Source: an optimization exercise on an open RTL-to-GDS flow (aim: small area, a short achievable clock period and few clock cycles). Production flows keep margins and buffers that such runs may drop.
Only simulation tests tie the RTL to the original design; equivalence was not proved.

==> design/flow/design.v <==
`default_nettype none
package plpl_pkg;
	localparam int DATA_W         = 32;
	localparam int FRAC_W         = 16;
	localparam int CFG_W          = 7;
	localparam int INDEX_W        = 6;
	localparam int DEF_MAX_POINTS = 64;
	localparam logic REQ_WRITE = 1'b0;
	localparam logic REQ_QUERY = 1'b1;
	typedef enum logic [2:0] {
		ST_IDLE,
		ST_SCAN,
		ST_DIV,
		ST_MUL,
		ST_SUM,
		ST_DONE
	} plpl_state_t;
endpackage
`default_nettype wire
`default_nettype none
module plpl_store #(
	parameter int MAX_POINTS = plpl_pkg::DEF_MAX_POINTS,
	parameter int SPACING    = 4
) (
	input  wire logic                                   clk,
	input  wire logic [MAX_POINTS/SPACING-1:0]          wr_at,     
	input  wire logic [plpl_pkg::DATA_W-1:0]            wr_key,
	input  wire logic [plpl_pkg::DATA_W-1:0]            wr_value,
	output logic      [MAX_POINTS*plpl_pkg::DATA_W-1:0] keys,
	output logic      [MAX_POINTS*plpl_pkg::DATA_W-1:0] keys_next,
	output logic      [MAX_POINTS*plpl_pkg::DATA_W-1:0] values
);
	localparam int DW = plpl_pkg::DATA_W;
	for (genvar p = 0; p < MAX_POINTS; p++) begin : g_ent
		localparam int NXT = (p + 1) % MAX_POINTS;
		if ((p % SPACING) == 0) begin : g_inj
			assign keys_next[p*DW +: DW] = wr_at[p/SPACING] ? wr_key : keys[NXT*DW +: DW];
			always_ff @(posedge clk) begin
				if (wr_at[p/SPACING]) begin
					values[p*DW +: DW] <= wr_value;
				end else begin
					values[p*DW +: DW] <= values[NXT*DW +: DW];
				end
			end
		end else begin : g_move
			assign keys_next[p*DW +: DW] = keys[NXT*DW +: DW];
			always_ff @(posedge clk) begin
				values[p*DW +: DW] <= values[NXT*DW +: DW];
			end
		end
		always_ff @(posedge clk) begin
			keys[p*DW +: DW] <= keys_next[p*DW +: DW];
		end
	end
endmodule
`default_nettype none
module plpl_gt (
	input  wire logic [plpl_pkg::DATA_W-1:0] a,
	input  wire logic [plpl_pkg::DATA_W-1:0] b,
	output logic                             hi_g,
	output logic                             hi_p,
	output logic                             lo_g
);
	localparam int W = plpl_pkg::DATA_W;
	localparam int H = W / 2;
	logic [W-1:0] au;
	logic [W-1:0] nb;
	logic [W-1:0] g [5];
	logic [W-1:0] p [5];
	assign au = {~a[W-1], a[W-2:0]};
	assign nb = ~{~b[W-1], b[W-2:0]};
	assign g[0] = au & nb;
	assign p[0] = au | nb;
	for (genvar l = 0; l < 4; l++) begin : g_lvl
		for (genvar i = 0; i < W; i++) begin : g_bit
			if ((i % (2 << l)) == ((2 << l) - 1)) begin : g_node
				assign g[l+1][i] = g[l][i] | (p[l][i] & g[l][i - (1 << l)]);
				assign p[l+1][i] = p[l][i] & p[l][i - (1 << l)];
			end else begin : g_pass
				assign g[l+1][i] = g[l][i];
				assign p[l+1][i] = p[l][i];
			end
		end
	end
	assign hi_g = g[4][W-1];
	assign hi_p = p[4][W-1];
	assign lo_g = g[4][H-1];
endmodule
`default_nettype wire
`default_nettype none
module plpl_div (
	input  wire logic [34:0]                 s_in,
	input  wire logic [34:0]                 c_in,
	input  wire logic [plpl_pkg::DATA_W-1:0] den,
	output logic      [34:0]                 s_out,
	output logic      [34:0]                 c_out,
	output logic      [1:0]                  qpos,
	output logic      [1:0]                  qneg
);
	localparam int DW = plpl_pkg::DATA_W;
	logic [34:0] dd;           
	logic [34:0] ys1, yc1;
	logic [3:0]  est1;
	logic        q1p, q1n;
	logic [34:0] m1;
	logic [34:0] s1, c1;
	logic [34:0] ys2, yc2;
	logic        q2p, q2n;
	logic [34:0] m2;
	assign dd  = {3'b000, den};
	assign ys1  = {s_in[33:0], 1'b0};
	assign yc1  = {c_in[33:0], 1'b0};
	assign est1 = ys1[34:31] + yc1[34:31];
	assign q1p  = !est1[3];
	assign q1n  = est1[3] && (est1 != 4'b1111);
	assign m1   = q1p ? ~dd : (q1n ? dd : '0);
	assign s1   = ys1 ^ yc1 ^ m1;
	assign c1   = {((ys1[33:0] & yc1[33:0]) | (ys1[33:0] & m1[33:0]) | (yc1[33:0] & m1[33:0])), q1p};
	logic [2:0] q2p_c, q2n_c;    
	for (genvar v = 0; v < 3; v++) begin : g_spec
		logic [34:29] mc;
		logic [33:30] sc, cc;
		logic [3:0]   e2;
		assign mc = (v == 0) ? ~dd[34:29] : ((v == 2) ? dd[34:29] : '0);
		assign sc = ys1[33:30] ^ yc1[33:30] ^ mc[33:30];
		assign cc = (ys1[32:29] & yc1[32:29]) | (ys1[32:29] & mc[32:29]) | (yc1[32:29] & mc[32:29]);
		assign e2 = sc + cc;
		assign q2p_c[v] = !e2[3];
		assign q2n_c[v] = e2[3] && (e2 != 4'b1111);
	end
	assign q2p = q1p ? q2p_c[0] : (q1n ? q2p_c[2] : q2p_c[1]);
	assign q2n = q1p ? q2n_c[0] : (q1n ? q2n_c[2] : q2n_c[1]);
	assign ys2 = {s1[33:0], 1'b0};
	assign yc2 = {c1[33:0], 1'b0};
	assign m2  = q2p ? ~dd : (q2n ? dd : '0);
	assign s_out = ys2 ^ yc2 ^ m2;
	assign c_out = {((ys2[33:0] & yc2[33:0]) | (ys2[33:0] & m2[33:0]) | (yc2[33:0] & m2[33:0])), q2p};
	assign qpos  = {q1p, q2p};
	assign qneg  = {q1n, q2n};
endmodule
`default_nettype none
module plpl_csa #(
	parameter int W = 48
) (
	input  wire logic [W-1:0] a,
	input  wire logic [W-1:0] b,
	input  wire logic [W-1:0] c,
	output logic      [W-1:0] s,
	output logic      [W-1:0] cy
);
	assign s  = a ^ b ^ c;
	assign cy = {((a[W-2:0] & b[W-2:0]) | (a[W-2:0] & c[W-2:0]) | (b[W-2:0] & c[W-2:0])), 1'b0};
endmodule
`default_nettype wire
`default_nettype none
module piecewise_linear_lookup_core #(
	parameter int MAX_POINTS = plpl_pkg::DEF_MAX_POINTS
) (
	input  wire logic                                 clk,
	input  wire logic                                 arst_n,
	input  wire logic                                 cfg_valid,
	output logic                                      cfg_ready,
	input  wire logic        [plpl_pkg::CFG_W-1:0]    cfg_data,
	input  wire logic                                 in_valid,
	output logic                                      in_stall,
	input  wire logic                                 req_type,
	input  wire logic        [plpl_pkg::INDEX_W-1:0]  point_index,
	input  wire logic signed [plpl_pkg::DATA_W-1:0]   point_key,
	input  wire logic signed [plpl_pkg::DATA_W-1:0]   point_value,
	input  wire logic signed [plpl_pkg::DATA_W-1:0]   query_x,
	output logic                                      out_valid,
	input  wire logic                                 out_stall,
	output logic signed      [plpl_pkg::DATA_W-1:0]   interp_value,
	output logic                                      below_first,
	output logic                                      at_or_above_last
);
	localparam int N     = MAX_POINTS;
	localparam int IDX_W = $clog2(MAX_POINTS);
	localparam int DW    = plpl_pkg::DATA_W;
	localparam int FW    = plpl_pkg::FRAC_W;
	localparam int NDIV  = FW / 2;           
	localparam int RW    = DW + 3;           
	localparam int C_KEY = 1;
	localparam int C_VAL = 4 + NDIV - 1;
	localparam int NRD   = C_VAL + 1;        
	localparam int LAT   = 15;               
	localparam int SPACING = 4;
	localparam int SP_W    = $clog2(SPACING);
	localparam int CAP   = LAT + 2;
	localparam int FDEPTH = CAP - 1;
	localparam int FA_W  = $clog2(FDEPTH);
	localparam int OC_W  = $clog2(CAP + 1);
	localparam int PW    = FW + DW;          
	logic [plpl_pkg::CFG_W-1:0] count_q;
	logic [IDX_W:0]             n_eff;
	assign cfg_ready = 1'b1;
	always_ff @(posedge clk or negedge arst_n) begin
		if (!arst_n) begin
			count_q <= plpl_pkg::CFG_W'(1);
		end else if (cfg_valid) begin
			count_q <= cfg_data;
		end
	end
	always_comb begin
		if (count_q == '0) begin
			n_eff = (IDX_W+1)'(1);
		end else if (int'(count_q) > N) begin
			n_eff = (IDX_W+1)'(N);
		end else begin
			n_eff = (IDX_W+1)'(count_q);
		end
	end
	logic             in_stall_q;
	logic             take, take_q, take_w;
	logic             consume;
	logic [OC_W-1:0]  owed_q;
	logic [OC_W-1:0]  owed_next;
	logic             busy;        
	logic             busy_next;
	logic [NRD-1:0]   rd_v;        
	assign take     = in_valid && !in_stall_q;
	assign take_q   = take && (req_type == plpl_pkg::REQ_QUERY);
	assign take_w   = take && (req_type == plpl_pkg::REQ_WRITE);
	assign in_stall = in_stall_q;
	assign busy      = |rd_v;
	assign busy_next = take_q || (|rd_v[NRD-2:0]);
	logic [IDX_W-1:0] ph_q;
	always_ff @(posedge clk) begin
		ph_q <= ph_q + IDX_W'(1);
	end
	logic             pend_q;
	logic [IDX_W-1:0] w_idx_q;
	logic [DW-1:0]    w_key_q;
	logic [DW-1:0]    w_val_q;
	logic [IDX_W-1:0] w_pos_next;  
	logic [IDX_W-1:0] w_idx_next;
	logic             apply;
	logic             pend_next;
	localparam int NINJ = N / SPACING;
	logic            apply_q;
	logic [NINJ-1:0] inj_q;
	logic            apply_next;
	assign apply      = apply_q;
	assign apply_next = pend_next && !busy_next && (w_pos_next[SP_W-1:0] == '0);
	always_ff @(posedge clk) begin
		apply_q <= apply_next;
		for (int k = 0; k < NINJ; k++) begin
			inj_q[k] <= apply_next && (w_pos_next[IDX_W-1:SP_W] == (IDX_W-SP_W)'(k));
		end
	end
	always_ff @(posedge clk) begin
		if (take_w) begin
			pend_q  <= 1'b1;
			w_idx_q <= point_index;
			w_key_q <= point_key;
			w_val_q <= point_value;
		end else if (apply) begin
			pend_q <= 1'b0;
		end
	end
	assign pend_next  = take_w || (pend_q && !apply);
	assign w_idx_next = take_w ? point_index : w_idx_q;
	assign w_pos_next = w_idx_next - ph_q - IDX_W'(2);
	localparam int PAD_TO = 2 * (SPACING - 1);
	localparam int PAD_W  = $clog2(PAD_TO + 1);
	logic             wr_seen_q;
	logic [PAD_W-1:0] refused_q;
	logic [PAD_W-1:0] pad_q;
	logic [PAD_W-1:0] pad_next;
	always_comb begin
		if (take_q && wr_seen_q) begin
			pad_next = (refused_q >= PAD_W'(PAD_TO)) ? '0 : PAD_W'(PAD_TO) - refused_q;
		end else if (pad_q != '0) begin
			pad_next = pad_q - PAD_W'(1);
		end else begin
			pad_next = '0;
		end
	end
	always_ff @(posedge clk or negedge arst_n) begin
		if (!arst_n) begin
			wr_seen_q <= 1'b0;
			refused_q <= '0;
			pad_q     <= '0;
		end else begin
			pad_q <= pad_next;
			if (!in_valid || take_q) begin
				wr_seen_q <= 1'b0;
				refused_q <= '0;
			end else begin
				if (take_w) begin
					wr_seen_q <= 1'b1;
				end
				if (in_stall_q && (refused_q != PAD_W'(PAD_TO))) begin
					refused_q <= refused_q + PAD_W'(1);
				end
			end
		end
	end
	logic out_valid_q;
	assign consume   = out_valid_q && !out_stall;
	assign owed_next = owed_q + OC_W'(take_q) - OC_W'(consume);
	always_ff @(posedge clk or negedge arst_n) begin
		if (!arst_n) begin
			owed_q     <= '0;
			in_stall_q <= 1'b1;
		end else begin
			owed_q     <= owed_next;
			in_stall_q <= (owed_next >= OC_W'(CAP)) || (pad_next != '0)
				|| (pend_next && (busy_next || (w_pos_next[SP_W-1:0] != '0)));
		end
	end
	logic [N*DW-1:0] keys;
	logic [N*DW-1:0] keys_next;
	logic [N*DW-1:0] vals;
	plpl_store #(
		.MAX_POINTS(MAX_POINTS),
		.SPACING   (SPACING)
	) u_store (
		.clk      (clk),
		.wr_at    (inj_q),
		.wr_key   (w_key_q),
		.wr_value (w_val_q),
		.keys     (keys),
		.keys_next(keys_next),
		.values   (vals)
	);
	logic [LAT-1:0] v_q;
	always_ff @(posedge clk or negedge arst_n) begin
		if (!arst_n) begin
			v_q <= '0;
		end else begin
			v_q <= {v_q[LAT-2:0], take_q};
		end
	end
	assign rd_v = v_q[NRD-1:0];
	logic [IDX_W-1:0] st_n;
	logic [IDX_W:0]   st_end_n;
	logic [N-1:0]     from_n;      
	logic [N-1:0]     below_end_n;
	logic [N-1:0]     use_n;
	logic [N-1:0]     m_from_q;
	logic [N-1:0]     m_use_q;
	logic [IDX_W-1:0] m_last_q;    
	logic [IDX_W-1:0] st_nq;
	always_ff @(posedge clk) begin
		st_nq <= -(ph_q + IDX_W'(2));
	end
	assign st_n     = st_nq;
	assign st_end_n = {1'b0, st_n} + n_eff;
	for (genvar p = 0; p < N; p++) begin : g_win
		assign from_n[p]      = (IDX_W'(p) >= st_n);
		assign below_end_n[p] = (IDX_W'(p) < st_end_n[IDX_W-1:0]);
		assign use_n[p]       = st_end_n[IDX_W] ? (from_n[p] || below_end_n[p]) : (from_n[p] && below_end_n[p]);
	end
	always_ff @(posedge clk) begin
		m_from_q <= from_n;
		m_use_q  <= use_n;
		m_last_q <= st_n + IDX_W'(n_eff - (IDX_W+1)'(1));
	end
	logic [N-1:0] c_hgt_w;
	logic [N-1:0] c_heq_w;
	logic [N-1:0] c_lgt_w;
	for (genvar p = 0; p < N; p++) begin : g_cmp
		plpl_gt u_gt (
			.a     (keys_next[p*DW +: DW]),
			.b     (query_x),
			.hi_g  (c_hgt_w[p]),
			.hi_p  (c_heq_w[p]),
			.lo_g  (c_lgt_w[p])
		);
	end
	logic [N-1:0]     s1_hgt;
	logic [N-1:0]     s1_heq;
	logic [N-1:0]     s1_lgt;
	logic [N-1:0]     s1_gt;
	logic [N-1:0]     s1_from;    
	logic [IDX_W-1:0] s1_last;    
	logic [DW-1:0]    s1_x;
	always_ff @(posedge clk) begin
		s1_hgt <= c_hgt_w;
		s1_heq <= c_heq_w;
		s1_lgt <= c_lgt_w;
		s1_x   <= query_x;
	end
	assign s1_gt   = m_use_q & (s1_hgt | (s1_heq & s1_lgt));
	assign s1_from = m_from_q;
	assign s1_last = m_last_q;
	logic [N-1:0] gt_hi;
	logic [N-1:0] seen;
	logic [N-1:0] seen_hi;
	logic [N-1:0] first_w;
	assign gt_hi      = s1_gt & s1_from;
	assign seen[0]    = 1'b0;
	assign seen_hi[0] = 1'b0;
	for (genvar p = 1; p < N; p++) begin : g_seen
		assign seen[p]    = seen[p-1] || s1_gt[p-1];
		assign seen_hi[p] = seen_hi[p-1] || gt_hi[p-1];
	end
	assign first_w = (|gt_hi) ? (gt_hi & ~seen_hi) : (s1_gt & ~seen);
	logic [N-1:0]     s2_first;
	logic             s2_hit;
	logic             s2_at0;
	logic [IDX_W-1:0] s2_last;
	logic [DW-1:0]    s2_x;
	always_ff @(posedge clk) begin
		for (int p = 0; p < N; p++) begin
			s2_first[p] <= first_w[(p + C_KEY) % N];
		end
		s2_hit  <= |s1_gt;
		s2_at0  <= |(s1_gt & s1_from & ~{s1_from[N-2:0], 1'b0});
		s2_last <= s1_last;
		s2_x    <= s1_x;
	end
	logic [7:0]       k_gsel;
	logic [7:0]       k_msel;
	logic [DW-1:0]    k_win [9];
	logic [DW-1:0]    xr_w;
	logic [DW-1:0]    xl_w;
	logic [IDX_W-1:0] hit_pos;    
	always_comb begin
		for (int g = 0; g < 8; g++) begin
			k_gsel[g] = |s2_first[g*8 +: 8];
		end
		for (int m = 0; m < 8; m++) begin
			k_msel[m] = 1'b0;
			for (int g = 0; g < 8; g++) begin
				k_msel[m] = k_msel[m] | s2_first[g*8 + m];
			end
		end
		for (int k = 0; k < 9; k++) begin
			k_win[k] = '0;
			for (int g = 0; g < 8; g++) begin
				k_win[k] = k_win[k] | ({DW{k_gsel[g]}} & keys[((g*8 + k + N - 1) % N)*DW +: DW]);
			end
		end
		xr_w = '0;
		xl_w = '0;
		for (int m = 0; m < 8; m++) begin
			xr_w = xr_w | ({DW{k_msel[m]}} & k_win[m+1]);
			xl_w = xl_w | ({DW{k_msel[m]}} & k_win[m]);
		end
		hit_pos = '0;
		for (int g = 0; g < 8; g++) begin
			hit_pos[5:3] = hit_pos[5:3] | ({3{k_gsel[g]}} & 3'(g));
		end
		for (int m = 0; m < 8; m++) begin
			hit_pos[2:0] = hit_pos[2:0] | ({3{k_msel[m]}} & 3'(m));
		end
	end
	logic [DW-1:0]    s3_xl;
	logic [DW-1:0]    s3_xr;
	logic [DW-1:0]    s3_x;
	logic             s3_below;
	logic             s3_above;
	logic [IDX_W-1:0] s3_vpos;    
	always_ff @(posedge clk) begin
		s3_xl    <= xl_w;
		s3_xr    <= xr_w;
		s3_x     <= s2_x;
		s3_below <= s2_at0;
		s3_above <= !s2_hit;
		s3_vpos  <= s2_hit ? (hit_pos - IDX_W'(C_VAL - C_KEY)) : (s2_last - IDX_W'(C_VAL));
	end
	logic [DW:0] dx_w;
	logic [DW:0] span_w;
	assign dx_w   = {s3_x[DW-1], s3_x} - {s3_xl[DW-1], s3_xl};
	assign span_w = {s3_xr[DW-1], s3_xr} - {s3_xl[DW-1], s3_xl};
	logic [DW-1:0]    n_x;
	logic [DW-1:0]    n_d;
	logic             n_below;
	logic             n_above;
	logic [IDX_W-1:0] n_vpos;
	always_ff @(posedge clk) begin
		n_x     <= dx_w[DW-1:0];
		n_d     <= span_w[DW-1:0];
		n_below <= s3_below;
		n_above <= s3_above;
		n_vpos  <= s3_vpos;
	end
	logic [4:0]    lz;
	logic [DW-1:0] nd_w;
	logic [DW-1:0] nx_w;
	always_comb begin
		lz = 5'd31;
		for (int b = 0; b < DW; b++) begin
			if (n_d[b]) begin
				lz = 5'(DW - 1 - b);
			end
		end
	end
	assign nd_w = n_d << lz;
	assign nx_w = n_x << lz;
	logic [RW-1:0]    d_s     [NDIV];
	logic [RW-1:0]    d_c     [NDIV];
	logic [DW-1:0]    d_den   [NDIV];
	logic [FW-1:0]    d_qq    [NDIV];    
	logic [FW-1:0]    d_qm    [NDIV];    
	logic             d_below [NDIV];
	logic             d_above [NDIV];
	logic [IDX_W-1:0] d_vpos  [NDIV];
	logic [RW-1:0]    d_s_w   [NDIV];
	logic [RW-1:0]    d_c_w   [NDIV];
	logic [1:0]       d_qp_w  [NDIV];
	logic [1:0]       d_qn_w  [NDIV];
	logic [FW-1:0]    d_qq_w  [NDIV];
	logic [FW-1:0]    d_qm_w  [NDIV];
	for (genvar k = 0; k < NDIV; k++) begin : g_div
		if (k == 0) begin : g_first
			always_ff @(posedge clk) begin
				d_s[k]     <= {3'b000, nx_w};
				d_den[k]   <= nd_w;
				d_below[k] <= n_below;
				d_above[k] <= n_above;
				d_vpos[k]  <= n_vpos;
			end
			assign d_c[k]  = '0;
			assign d_qq[k] = '0;
			assign d_qm[k] = '1;
		end else begin : g_next
			always_ff @(posedge clk) begin
				d_s[k]     <= d_s_w[k-1];
				d_c[k]     <= d_c_w[k-1];
				d_den[k]   <= d_den[k-1];
				d_qq[k]    <= d_qq_w[k-1];
				d_qm[k]    <= d_qm_w[k-1];
				d_below[k] <= d_below[k-1];
				d_above[k] <= d_above[k-1];
				d_vpos[k]  <= d_vpos[k-1];
			end
		end
		plpl_div u_step (
			.s_in  (d_s[k]),
			.c_in  (d_c[k]),
			.den   (d_den[k]),
			.s_out (d_s_w[k]),
			.c_out (d_c_w[k]),
			.qpos  (d_qp_w[k]),
			.qneg  (d_qn_w[k])
		);
		logic [FW-1:0] qq1;
		logic [FW-1:0] qm1;
		assign qq1 = d_qp_w[k][1] ? {d_qq[k][FW-2:0], 1'b1}
			: (d_qn_w[k][1] ? {d_qm[k][FW-2:0], 1'b1} : {d_qq[k][FW-2:0], 1'b0});
		assign qm1 = d_qp_w[k][1] ? {d_qq[k][FW-2:0], 1'b0}
			: (d_qn_w[k][1] ? {d_qm[k][FW-2:0], 1'b0} : {d_qm[k][FW-2:0], 1'b1});
		assign d_qq_w[k] = d_qp_w[k][0] ? {qq1[FW-2:0], 1'b1}
			: (d_qn_w[k][0] ? {qm1[FW-2:0], 1'b1} : {qq1[FW-2:0], 1'b0});
		assign d_qm_w[k] = d_qp_w[k][0] ? {qq1[FW-2:0], 1'b0}
			: (d_qn_w[k][0] ? {qm1[FW-2:0], 1'b0} : {qm1[FW-2:0], 1'b1});
	end
	logic [IDX_W-1:0] v_pos;
	logic [7:0]       v_gsel;
	logic [7:0]       v_msel;
	logic [DW-1:0]    v_win [9];
	logic [DW-1:0]    yr_w;
	logic [DW-1:0]    yl_w;
	assign v_pos = d_vpos[NDIV-1];
	always_comb begin
		for (int g = 0; g < 8; g++) begin
			v_gsel[g] = (v_pos[5:3] == 3'(g));
			v_msel[g] = (v_pos[2:0] == 3'(g));
		end
		for (int k = 0; k < 9; k++) begin
			v_win[k] = '0;
			for (int g = 0; g < 8; g++) begin
				v_win[k] = v_win[k] | ({DW{v_gsel[g]}} & vals[((g*8 + k + N - 1) % N)*DW +: DW]);
			end
		end
		yr_w = '0;
		yl_w = '0;
		for (int m = 0; m < 8; m++) begin
			yr_w = yr_w | ({DW{v_msel[m]}} & v_win[m+1]);
			yl_w = yl_w | ({DW{v_msel[m]}} & v_win[m]);
		end
	end
	logic [RW-1:0] f_s;
	logic [RW-1:0] f_c;
	logic [FW-1:0] f_qq;
	logic [FW-1:0] f_qm;
	logic [DW-1:0] f_yl;
	logic [DW-1:0] f_yr;
	logic          f_below;
	logic          f_above;
	always_ff @(posedge clk) begin
		f_s     <= d_s_w[NDIV-1];
		f_c     <= d_c_w[NDIV-1];
		f_qq    <= d_qq_w[NDIV-1];
		f_qm    <= d_qm_w[NDIV-1];
		f_yl    <= yl_w;
		f_yr    <= yr_w;
		f_below <= d_below[NDIV-1];
		f_above <= d_above[NDIV-1];
	end
	logic [RW-1:0] rem_w;
	logic [FW-1:0] q_lo;
	logic [FW-1:0] q_hi;
	assign rem_w  = f_s + f_c;
	assign q_lo   = f_qm;
	assign q_hi   = f_qq;
	logic          f_interp;
	logic [FW-1:0] lo_eff;
	logic [FW-1:0] hi_eff;
	assign f_interp = !f_below && !f_above;
	assign lo_eff   = f_interp ? q_lo : '0;
	assign hi_eff   = f_interp ? q_hi : '0;
	localparam int NB = FW / 2;
	logic [NB-1:0] t2_one;
	logic [NB-1:0] t2_two;
	logic [NB-1:0] t2_neg;
	logic [DW:0]   t2_dy;
	logic [DW-1:0] t2_base;
	logic          t2_below;
	logic          t2_above;
	logic [3*NB-1:0] bd_lo;
	logic [3*NB-1:0] bd_hi;
	logic [3*NB-1:0] bd_w;
	logic [DW-1:0]   base_lo;
	logic [DW-1:0]   base_hi;
	logic [FW+2:0]   fx_lo;       
	logic [FW+2:0]   fx_hi;
	assign fx_lo = {2'b00, lo_eff, 1'b0};
	assign fx_hi = {2'b00, hi_eff, 1'b0};
	for (genvar k = 0; k < NB; k++) begin : g_bd
		assign bd_lo[3*k]   = fx_lo[2*k+1] ^ fx_lo[2*k];
		assign bd_lo[3*k+1] = (fx_lo[2*k+2] && !fx_lo[2*k+1] && !fx_lo[2*k])
			|| (!fx_lo[2*k+2] && fx_lo[2*k+1] && fx_lo[2*k]);
		assign bd_lo[3*k+2] = fx_lo[2*k+2];
		assign bd_hi[3*k]   = fx_hi[2*k+1] ^ fx_hi[2*k];
		assign bd_hi[3*k+1] = (fx_hi[2*k+2] && !fx_hi[2*k+1] && !fx_hi[2*k])
			|| (!fx_hi[2*k+2] && fx_hi[2*k+1] && fx_hi[2*k]);
		assign bd_hi[3*k+2] = fx_hi[2*k+2];
	end
	assign bd_w    = rem_w[RW-1] ? bd_lo : bd_hi;
	assign base_lo = lo_eff[FW-1] ? f_yr : f_yl;
	assign base_hi = hi_eff[FW-1] ? f_yr : f_yl;
	always_ff @(posedge clk) begin
		for (int k = 0; k < NB; k++) begin
			t2_one[k] <= bd_w[3*k];
			t2_two[k] <= bd_w[3*k+1];
			t2_neg[k] <= bd_w[3*k+2];
		end
		t2_dy    <= {f_yr[DW-1], f_yr} - {f_yl[DW-1], f_yl};
		t2_base  <= !f_interp ? f_yr : (rem_w[RW-1] ? base_lo : base_hi);
		t2_below <= f_below;
		t2_above <= f_above;
	end
	logic [PW-1:0] row [NB];
	logic [PW-1:0] extra_w;
	for (genvar k = 0; k < NB; k++) begin : g_row
		logic [DW+1:0] mag;
		logic [PW-1:0] ext;
		assign mag = t2_one[k] ? {t2_dy[DW], t2_dy} : (t2_two[k] ? {t2_dy, 1'b0} : '0);
		assign ext = {{(PW-DW-2){mag[DW+1]}}, mag} ^ {PW{t2_neg[k]}};
		assign row[k] = ext << (2*k);
	end
	always_comb begin
		extra_w = {t2_base, {FW{1'b0}}};
		for (int k = 0; k < NB; k++) begin
			extra_w[2*k] = t2_neg[k];
		end
	end
	logic [PW-1:0] l1 [6];
	logic [PW-1:0] l2 [4];
	logic [PW-1:0] l3 [3];
	logic [PW-1:0] l4 [2];
	plpl_csa #(.W(PW)) u_csa10 (.a(row[0]), .b(row[1]), .c(row[2]), .s(l1[0]), .cy(l1[1]));
	plpl_csa #(.W(PW)) u_csa11 (.a(row[3]), .b(row[4]), .c(row[5]), .s(l1[2]), .cy(l1[3]));
	plpl_csa #(.W(PW)) u_csa12 (.a(row[6]), .b(row[7]), .c(extra_w), .s(l1[4]), .cy(l1[5]));
	plpl_csa #(.W(PW)) u_csa20 (.a(l1[0]), .b(l1[1]), .c(l1[2]), .s(l2[0]), .cy(l2[1]));
	plpl_csa #(.W(PW)) u_csa21 (.a(l1[3]), .b(l1[4]), .c(l1[5]), .s(l2[2]), .cy(l2[3]));
	plpl_csa #(.W(PW)) u_csa30 (.a(l2[0]), .b(l2[1]), .c(l2[2]), .s(l3[0]), .cy(l3[1]));
	assign l3[2] = l2[3];
	plpl_csa #(.W(PW)) u_csa40 (.a(l3[0]), .b(l3[1]), .c(l3[2]), .s(l4[0]), .cy(l4[1]));
	logic [PW-1:0] t3_s;
	logic [PW-1:0] t3_c;
	logic          t3_below;
	logic          t3_above;
	always_ff @(posedge clk) begin
		t3_s     <= l4[0];
		t3_c     <= l4[1];
		t3_below <= t2_below;
		t3_above <= t2_above;
	end
	logic [PW-1:0] sum_w;
	logic          res_v;
	logic [DW+1:0] res_w;
	assign sum_w = t3_s + t3_c;
	assign res_v = v_q[LAT-1];
	assign res_w = {sum_w[FW +: DW], t3_below, t3_above};
	logic [DW+1:0]    fifo [FDEPTH];
	logic [FA_W-1:0]  f_wr_q;
	logic [FA_W-1:0]  f_rd_q;
	logic [FA_W:0]    f_cnt_q;
	logic             out_free;
	logic             f_empty;
	logic             f_push;
	logic             f_pop;
	logic             out_load;
	logic [DW+1:0]    out_d;
	logic [DW+1:0]    out_q;
	assign out_free = !out_valid_q || !out_stall;
	assign f_empty  = (f_cnt_q == '0);
	assign f_pop    = out_free && !f_empty;
	assign f_push   = res_v && !(out_free && f_empty);
	assign out_load = out_free && (!f_empty || res_v);
	assign out_d    = f_empty ? res_w : fifo[f_rd_q];
	always_ff @(posedge clk) begin
		if (f_push) begin
			fifo[f_wr_q] <= res_w;
		end
		if (out_load) begin
			out_q <= out_d;
		end
	end
	always_ff @(posedge clk or negedge arst_n) begin
		if (!arst_n) begin
			f_wr_q      <= '0;
			f_rd_q      <= '0;
			f_cnt_q     <= '0;
			out_valid_q <= 1'b0;
		end else begin
			if (f_push) begin
				f_wr_q <= (f_wr_q == FA_W'(FDEPTH - 1)) ? '0 : f_wr_q + FA_W'(1);
			end
			if (f_pop) begin
				f_rd_q <= (f_rd_q == FA_W'(FDEPTH - 1)) ? '0 : f_rd_q + FA_W'(1);
			end
			f_cnt_q <= f_cnt_q + (FA_W+1)'(f_push) - (FA_W+1)'(f_pop);
			if (out_free) begin
				out_valid_q <= !f_empty || res_v;
			end
		end
	end
	assign out_valid        = out_valid_q;
	assign interp_value     = $signed(out_q[DW+1:2]);
	assign below_first      = out_q[1];
	assign at_or_above_last = out_q[0];
endmodule
`default_nettype wire
==> design/flow/flow/run.sh <==
#!/bin/bash
set -euo pipefail
bash standard.sh SETUP_SLACK_MARGIN=6.0 finish > standard_make.log 2>&1
==> design/flow/standard.sh <==
#!/bin/bash
# synth_recipe.tcl (not shown) runs the flow's synth.tcl, then flattens the netlist and writes it again
# the make line also repeats each setting of config.mk as NAME=value (left out here)
make -C /OpenROAD-flow-scripts/flow DESIGN_CONFIG=/design/flow/config.mk WORK_HOME=/design/flow/orfs CLKGATE_MAP_FILE= SYNTH_SCRIPT=/design/flow/synth_recipe.tcl "${@:-finish}"
==> design/flow/config.mk <==
export PLATFORM = sky130hd
export DESIGN_NAME = piecewise_linear_lookup_core
export DESIGN_NICKNAME = piecewise_linear_lookup_core
export VERILOG_FILES = /design/flow/design.v
export SDC_FILE = /design/flow/constraint.sdc
export NUM_CORES = 4
export LEC_CHECK = 0
export CAP_MARGIN = 20
export CELL_PAD_IN_SITES_DETAIL_PLACEMENT = 1
export CELL_PAD_IN_SITES_GLOBAL_PLACEMENT = 2
export CORE_MARGIN = 2
export CORE_UTILIZATION = 30
export CTS_CLUSTER_DIAMETER = 120
export CTS_CLUSTER_SIZE = 20
export PLACE_DENSITY = 0.5
export SLEW_MARGIN = 20
export SYNTH_HIERARCHICAL = 1
export SYNTH_MINIMUM_KEEP_SIZE = 0
==> design/flow/constraint.sdc <==
create_clock -name core_clock -period 10.0 [get_ports {clk}]
set_input_delay 2.0000 -clock core_clock [delete_from_list [all_inputs] [get_ports {clk}]]
set_output_delay 2.0000 -clock core_clock [all_outputs]
set_load 0.01 [all_outputs]
==> impl_metrics.env, run 1 <==
export IMPL_slew_violations=0
export IMPL_dp_final_hpwl_mm=999
export IMPL_worstHoldPathCells=0
export IMPL_cpPeakStageDelay_ps=690
export IMPL_viasPerCell=5.37
export IMPL_io_pin_count=152
export IMPL_most_common_layout_cells="dfxtp_1 (5994), a22oi_1 (2223), inv_1 (2157)"
export IMPL_cts_tree="built"
export IMPL_r2r_start="s2_first[44]"
export IMPL_finalWirelength_mm=1370
export IMPL_ant_nets=0
export IMPL_setup_violations=0
export IMPL_syn_area_per_cell_sq_um=11.0
export IMPL_tightest_slew_ps=1380
export IMPL_grt_start_max_net_pins=111
export IMPL_die_area_sq_mm=0.988
export IMPL_start_util_pct=30.1
export IMPL_yosysWarnings=46
export IMPL_clk_latency_ps=1140
export IMPL_nNetsFinal=26500
export IMPL_post_route_util_pct=32.0
export IMPL_hold_buffers=0
export IMPL_post_route_period_util_pct=40.3
export IMPL_cts_sinks=6757
export IMPL_port_buffer_count=150
export IMPL_worstReg2RegEnd="s3_xr[4]"
export IMPL_die_w_um=994
export IMPL_cts_made_buffers=401
export IMPL_drt_iter0_markers=17700
export IMPL_rsz0062_at_grt="yes"
export IMPL_tns_ps=0
export IMPL_r2r_cells=8
export IMPL_critical_path_class="in2reg"
export IMPL_cts_root_buf="clkbuf_16"
export IMPL_drtPass1Iterations=9
export IMPL_design_core_area_sq_mm=0.977
export IMPL_path_cells="buf_2 -> buf_4 -> buf_4 -> buf_4 -> inv_1 -> o22ai_1 -> a2111oi_4 -> o2111ai_1 -> o211ai_1"
export IMPL_cap_viol_max_count=0
export IMPL_max_slew_margin_pct=8.28
export IMPL_overflow=0
export IMPL_cp_max_fo=31
export IMPL_worst_path_most_repeated_cell="buf_4"
export IMPL_postSynthCellCount=26700
export IMPL_worstHoldStart="d_vpos[0][2]"
export IMPL_die_h_um=994
export IMPL_crit_required_ps=11010
export IMPL_antenna_found_initial=127
export IMPL_finalClockSkew_ps=72.3
export IMPL_crit_path_end_kind="register"
export IMPL_hold_class="reg2reg"
export IMPL_vias=206000
export IMPL_hold_violations=0
export IMPL_clock_path_buffers=5
export IMPL_fin_hold_ws_ps=290
export IMPL_setup_ws_ps=5970
export IMPL_gp_congestion=0.943
export IMPL_routedWlPerCell_um=35.8
export IMPL_arrival_ps=5040
export IMPL_place_ws_ps=3900
export IMPL_synth_area_sq_mm=0.294
export IMPL_layout_commonest_cell="dfxtp_1"
export IMPL_outcome="finished clean"
export IMPL_clkTransAtPathRegs_ps=90
export IMPL_rows=363
export IMPL_h_tree_depth=5
export IMPL_min_to="d_vpos[1][2]"
export IMPL_finalWorstPathRequiredPeriod_ps=4030
export IMPL_grt_pass1_vias=214000
export IMPL_grt_usage_pct=26.7
export IMPL_fillerInstances=106000
export IMPL_grt_pass1_wl_mm=1860
export IMPL_multi_input_area_sq_mm=0.128
export IMPL_start_kind="primary input"
export IMPL_syn_to_final_growth_pct=6.26
export IMPL_remaining_drc_errors=0
export IMPL_regToRegSetupSlack_ps=5980
export IMPL_seqCellArea_sq_mm=0.142
export IMPL_cp_slowest_cell="o2111ai_1"
export IMPL_fmax_mhz=248
export IMPL_drive_gt1_share_pct=13.0
[repair_timing]
action                     in CTS  in global routing
setup buffers                  55                 26
gates cloned                   13                  9
resized for setup             263                145
pin swaps                      34                 19
setup endpoints to repair     760                499
[metrics by stage]
step	area, sq um	std cells
global route	312000	38200
floorplan	295000	26800
CTS	311000	38100
detailed placement	299000	37500
finish	312000	38300
global placement	299000	37500
[cell type report]
type                       instances  area share [%]
antenna                          130           0.104
clock inverter                    33           0.137
inverter                        2305            2.78
tap                            13000            5.19
clock buffer                     477            3.35
sequential                      6757            45.5
multi-input combinational      14900            41.0
timing repair buffer             671            1.98
[metal layers]
metal  GRT usage (%)  vias to the layer above  routed length (um)
li1                -                    90000                   -
met1            35.2                   108000              599000
met2            43.9                     6068              635000
met3            3.25                     1660               61800
met4            11.9                       14               72600
met5               0                        -                  92
[critical path, delay by kind of cell]
family / cells / cell delay (ps)
AO/OA/AOI/OAI: 4 / 1790
buffers and inverters: 5 / 1090
[registers in the layout, indices dropped and copies added (netlist names), 238 cells and up]
| name | count |
|---|---|
| d_den | 256 |
| fifo | 544 |
| u_store.keys | 2048 |
| d_s | 270 |
| u_store.values | 2048 |
| d_c | 238 |
[how the worst max path moves through the flow]
stage	depth (start not counted)	end	start
after floorplan	13	inj_q[10]	req_type
after global placement	13	inj_q[0]	in_valid
after detailed placement	13	inj_q[0]	in_valid
after CTS	7	f_yr[17]	d_vpos[7][3]
after global routing	14	t2_dy[31]	f_yl[8]
final	9	s1_lgt[23]	query_x[9]
Testbench counts, summed over its fixed seeds: cycles 4,006.
==> inputs of run 2 (changes only) <==
--- a/design/flow/config.mk
+++ b/design/flow/config.mk
@@ -10,8 +10,8 @@
 export CELL_PAD_IN_SITES_GLOBAL_PLACEMENT = 2
 export CORE_MARGIN = 2
-export CORE_UTILIZATION = 30
+export CORE_UTILIZATION = 35
 export CTS_CLUSTER_DIAMETER = 120
 export CTS_CLUSTER_SIZE = 20
-export PLACE_DENSITY = 0.5
+export PLACE_DENSITY = 0.55
 export SLEW_MARGIN = 20
 export SYNTH_HIERARCHICAL = 1
==> impl_metrics.env, run 2 <==
export IMPL_tightest_slew_ps=1250
export IMPL_cp_max_fo=30
export IMPL_finalClockSkew_ps=72.1
export IMPL_seqCellArea_sq_mm=0.142
export IMPL_start_kind="register"
export IMPL_worst_path_most_repeated_cell="or4_1"
export IMPL_routedWlPerCell_um=35.5
export IMPL_nNetsFinal=26400
export IMPL_h_tree_depth=5
export IMPL_vias=206000
export IMPL_clk_latency_ps=1140
export IMPL_io_pin_count=152
export IMPL_postSynthCellCount=26700
export IMPL_die_w_um=920
export IMPL_stdcell_count=36300
export IMPL_setup_violations=0
export IMPL_grt_pass1_wl_mm=1770
export IMPL_overflow=0
export IMPL_fin_hold_ws_ps=315
export IMPL_viasPerCell=5.67
export IMPL_yosysWarnings=46
export IMPL_ant_nets=0
export IMPL_fmax_mhz=245
export IMPL_design_core_area_sq_mm=0.837
export IMPL_remaining_drc_errors=0
export IMPL_crit_path_end_kind="register"
export IMPL_drive_gt1_share_pct=12.7
export IMPL_dp_cells=35600
export IMPL_cp_num_buf_inv=1
export IMPL_cts_sinks=6757
export IMPL_slew_violations=0
export IMPL_gp_congestion=0.914
export IMPL_syn_to_final_growth_pct=5.15
export IMPL_rows=336
export IMPL_place_ws_ps=4200
export IMPL_setup_ws_ps=5910
export IMPL_cap_viol_max_count=0
export IMPL_hold_violations=0
export IMPL_finalWorstPathRequiredPeriod_ps=4090
export IMPL_start_util_pct=35.1
export IMPL_cts_made_buffers=381
export IMPL_cp_slowest_cell="or4_1"
export IMPL_cts_tree="built"
export IMPL_die_area_sq_mm=0.847
export IMPL_post_route_period_util_pct=40.9
export IMPL_rsz0062_at_grt="yes"
export IMPL_post_route_util_pct=36.9
export IMPL_layout_commonest_cell="dfxtp_1"
export IMPL_arrival_ps=4940
export IMPL_grt_pass1_vias=211000
export IMPL_die_h_um=920
export IMPL_hold_class="reg2reg"
export IMPL_finalWirelength_mm=1290
export IMPL_cpPeakStageDelay_ps=740
export IMPL_syn_area_per_cell_sq_um=11.0
export IMPL_multi_input_area_sq_mm=0.128
export IMPL_drt_iter0_markers=19700
export IMPL_most_common_layout_cells="dfxtp_1 (6004), a22oi_1 (2224), inv_1 (2156)"
export IMPL_grt_usage_pct=29.3
export IMPL_port_buffer_count=150
export IMPL_cts_root_buf="clkbuf_16"
export IMPL_fillerInstances=89900
export IMPL_critical_path_top_delay_family="simple AND/OR/NAND/NOR gates"
export IMPL_grt_start_max_net_pins=130
export IMPL_dp_final_hpwl_mm=925
export IMPL_clock_path_buffers=4
export IMPL_critical_path_class="reg2reg"
export IMPL_path_cells="or4_1 -> nor2_4 -> buf_4 -> a41o_1 -> o21ai_0 -> or4_1"
export IMPL_tns_ps=0
export IMPL_clkTransAtPathRegs_ps=100
export IMPL_largestRegisters="u_store.keys: 2048 flops, u_store.values: 2048 flops, fifo: 544 flops"
export IMPL_crit_required_ps=10850
export IMPL_place_area_sq_mm=0.296
export IMPL_max_slew_margin_pct=16.2
export IMPL_outcome="finished clean"
export IMPL_synth_area_sq_mm=0.294
export IMPL_drtPass1Iterations=6
export IMPL_design_area_sq_mm=0.309
export IMPL_antenna_found_initial=113
==> run 2: what timing repair did <==
action                                   CTS  global route
hold buffers                               0             0
buffers inserted                          57            39
gates resized for setup                  267           173
gates cloned                              14             9
endpoints found under the setup margin  1011           567
pin swaps                                 36            26
==> run 2: layout make-up <==
cell class / instances / area share (%)
repair buffers: 598 / 1.84
clock buffers: 468 / 3.23
clock inverters: 34 / 0.156
multi-input cells: 14900 / 41.4
well taps: 11200 / 4.52
inverters: 2305 / 2.81
diodes: 70 / 0.0567
flip-flops and latches: 6757 / 46.0
==> run 2: metal layers <==
metal	part of all wire, %	track usage, %	vias up
li1	-	-	89800
met1	45	40.4	108000
met2	45	46.7	6840
met3	5.9	4.30	1486
met4	4.5	10.6	14
met5	0.0082	0	-
==> run 2: final timing paths <==
check / endpoint / cells after the start / slack, ps / start
max: s3_xr[25] / 6 / 5910 / s2_first[47]
max in group asynchronous: f_rd_q[0] / 2 / 8030 / arst_n
min in group asynchronous: count_q[3] / 1 / 870 / arst_n
max reg2reg: s3_xr[25] / 6 / 5910 / s2_first[47]
min reg2reg: f_above / 0 / 320 / d_above[7]
min: f_above / 0 / 320 / d_above[7]

-- what the ideal ports hide --
No port has a modelled driver above. Below, the same layouts with a new extraction and two added sets of constraints.
Step 1 (the two cells are an assumption about what drives the block):
set clk [get_ports {clk}]
set_driving_cell -lib_cell sky130_fd_sc_hd__clkbuf_16 $clk
set_driving_cell -lib_cell sky130_fd_sc_hd__buf_2 [delete_from_list [all_inputs] $clk]
Step 2 also shifts input and output timing later by t, the mid clock arrival at the registers, as if the neighbouring blocks saw the same clock.
Slacks: ideal / step 1 / step 2; pairs: ideal / step 1.
run | shift t [ns] | setup slack, ns | worst register clock-pin slew, ns | worst slew at a driven data input, ns | cell pins on the clock port's net
run 1 | 1.245 | 5.971 / 5.971 / 4.779 | 0.10 / 0.10 | 0.36 | 1
run 2 | 1.248 | 5.912 / 5.912 / 4.820 | 0.11 / 0.11 | 0.17 | 1
After both steps every run listed still meets setup and hold. For run 1, which loses most, drivers alone change the setup slack by 0.000 ns; drivers and shift together by -1.192 ns.
